From an optimization exercise on the open Yosys and OpenROAD flow, aimed at small area; shortcuts taken in it are not production practice. The RTL was checked by simulation tests, not by an equivalence proof against the original design. Power is estimated from default activity; no workload was simulated.

==> flow/design.v (excerpt) <==
module idct_dequant_loader #(
   parameter int WIN   = 12,    
   parameter int WCOEF = 12,    
   parameter int WQ    = 8      
)
(
   input  logic                    clk,
   input  logic                    rst,
   input  logic                    s_valid,
   output logic                    s_ready,
   input  logic signed [WCOEF-1:0] s_coef,
   input  logic                    s_last,
   input  logic                    q_we,
   input  logic [5:0]              q_addr,
   input  logic [WQ-1:0]           q_data,
   output logic [64*WIN-1:0]       out_block,
   output logic                    out_valid,
   output logic [15:0]             blk_count
);
Size: roughly 820 I/O pins.
clock: 10.0 ns
lec_check: 0
cap_margin: 20
core_margin: 2
core_utilization: 65
cts_buf_list: sky130_fd_sc_hd__clkbuf_16
cts_cluster_diameter: 100
cts_cluster_size: 20
slew_margin: 20
synth_hierarchical: 1
synth_minimum_keep_size: 0
standard.sh (not shown) runs the stock make flow with config.mk's settings and CLKGATE_MAP_FILE= SYNTH_SCRIPT=/design/flow/synth_recipe.tcl, a recipe that flattens the netlist after the stock synthesis.
==> flow/flow/run.sh <==
#!/bin/bash
# The standard layout (the standard.sh: standard synthesis, floorplan,
# placement, CTS, routing) with two knobs the flow settings do not reach:
# port buffers use the smallest buffer cell, and CTS inserts no dummy loads
# (clock tree: clkbuf_16, clusters of up to 20 sinks within 100 um).
set -euo pipefail
export BUFFER_PORTS_ARGS="-buffer_cell sky130_fd_sc_hd__buf_1"
export CTS_ARGS="-sink_clustering_enable -repair_clock_nets -buf_list sky130_fd_sc_hd__clkbuf_16 -sink_clustering_size 20 -sink_clustering_max_diameter 100 -dont_use_dummy_load"
bash standard.sh finish > standard_flow.log 2>&1
Then changed:
--- a/flow/flow/run.sh
+++ b/flow/flow/run.sh
@@ -5 +5 @@
-# (clock tree: clkbuf_16, clusters of up to 20 sinks within 100 um).
+# (clock tree: clkbuf_16, clusters of up to 24 sinks within 100 um).
@@ -8 +8 @@
-export CTS_ARGS="-sink_clustering_enable -repair_clock_nets -buf_list sky130_fd_sc_hd__clkbuf_16 -sink_clustering_size 20 -sink_clustering_max_diameter 100 -dont_use_dummy_load"
+export CTS_ARGS="-sink_clustering_enable -repair_clock_nets -buf_list sky130_fd_sc_hd__clkbuf_16 -sink_clustering_size 24 -sink_clustering_max_diameter 100 -dont_use_dummy_load"
- CAP_MARGIN: 20 -> 10
- CORE_UTILIZATION: 65 -> 70
- CTS_CLUSTER_SIZE: 20 -> 24
- PLACE_DENSITY: unset -> 0.72
- SLEW_MARGIN: 20 -> 10
Wire length drops by 0.37%.
Setup slack improves by 67 ps.
Power drops by 2.4%.
Register-to-register slack improves by 70 ps.
Synthesized area does not change.
Cell count drops by 2.2%.
Die area drops by 7.1%.
Then changed:
--- a/flow/flow/run.sh
+++ b/flow/flow/run.sh
@@ -5 +5 @@
-# (clock tree: clkbuf_16, clusters of up to 24 sinks within 100 um).
+# (clock tree: clkbuf_16, clusters of up to 20 sinks within 100 um).
@@ -8 +8 @@
-export CTS_ARGS="-sink_clustering_enable -repair_clock_nets -buf_list sky130_fd_sc_hd__clkbuf_16 -sink_clustering_size 24 -sink_clustering_max_diameter 100 -dont_use_dummy_load"
+export CTS_ARGS="-sink_clustering_enable -repair_clock_nets -buf_list sky130_fd_sc_hd__clkbuf_16 -sink_clustering_size 20 -sink_clustering_max_diameter 100 -dont_use_dummy_load"
- CAP_MARGIN: 10 -> 20
- CTS_CLUSTER_SIZE: 24 -> 20
- SLEW_MARGIN: 10 -> 20
Setup slack got worse by 73 ps.
Synthesized cell count stays the same.
Via count grows slightly.
Sequential share of layout area shrinks by 0.35 points.
Utilization grows by 0.50 points.
Global-route usage grows by 0.25 points.
Routed wire length grows slightly.
Critical path depth grows by 1.
Non-clock buffer count grows by 2.
Then changed:
--- a/flow/flow/run.sh
+++ b/flow/flow/run.sh
@@ -5 +5 @@
-# (clock tree: clkbuf_16, clusters of up to 20 sinks within 100 um).
+# (clock tree: clkbuf_16, clusters of up to 24 sinks within 100 um).
@@ -8 +8 @@
-export CTS_ARGS="-sink_clustering_enable -repair_clock_nets -buf_list sky130_fd_sc_hd__clkbuf_16 -sink_clustering_size 20 -sink_clustering_max_diameter 100 -dont_use_dummy_load"
+export CTS_ARGS="-sink_clustering_enable -repair_clock_nets -buf_list sky130_fd_sc_hd__clkbuf_16 -sink_clustering_size 24 -sink_clustering_max_diameter 100 -dont_use_dummy_load"
- CAP_MARGIN: 20 -> 10
- CORE_UTILIZATION: 70 -> 65
- CTS_CLUSTER_SIZE: 20 -> 24
- PLACE_DENSITY: 0.72 -> unset
- SLEW_MARGIN: 20 -> 10
After rerunning:
- first-iteration DRC count falls by roughly a tenth
- power decreases by a few percent
- combinational power stays flat
- final cell count went up slightly
- core utilization drops by 6.2 points
- die area goes up by a little under a tenth
- count of clock-buffer cells in the layout is lower by 17
- design area barely changes
- worst setup slack improved by 74 ps
- routed wire length decreases slightly

-- separate check: timing with driven ports --
No port has a modelled driver above. Below, the same layouts with a new extraction and two added sets of constraints. Step 1 sets driving cells, clkbuf_16 on the clock port and buf_2 on the other inputs (assumed; they add their load-dependent delay and slew). Step 2 adds t to the input delays and takes it off the output delays; t is the mean of the earliest and latest rising clock arrival at the registers after step 1. Input paths then give back, and output paths get back, about the clock's delay inside the block. Slacks: ideal / step 1 / step 2; pairs: ideal / step 1.
run | t, ns | slack for setup (ns) | worst hold slack (ns)
the first run | 0.810 | 0.294 / 0.294 / 0.294 | 0.465 / 0.465 / 0.465
the second run | 0.770 | 0.361 / 0.361 / 0.361 | 0.473 / 0.473 / 0.473
the third run | 0.788 | 0.288 / 0.288 / 0.288 | 0.472 / 0.472 / 0.472
the fourth run | 0.780 | 0.362 / 0.362 / 0.362 | 0.470 / 0.470 / 0.470
After both steps every run listed still meets setup and hold.
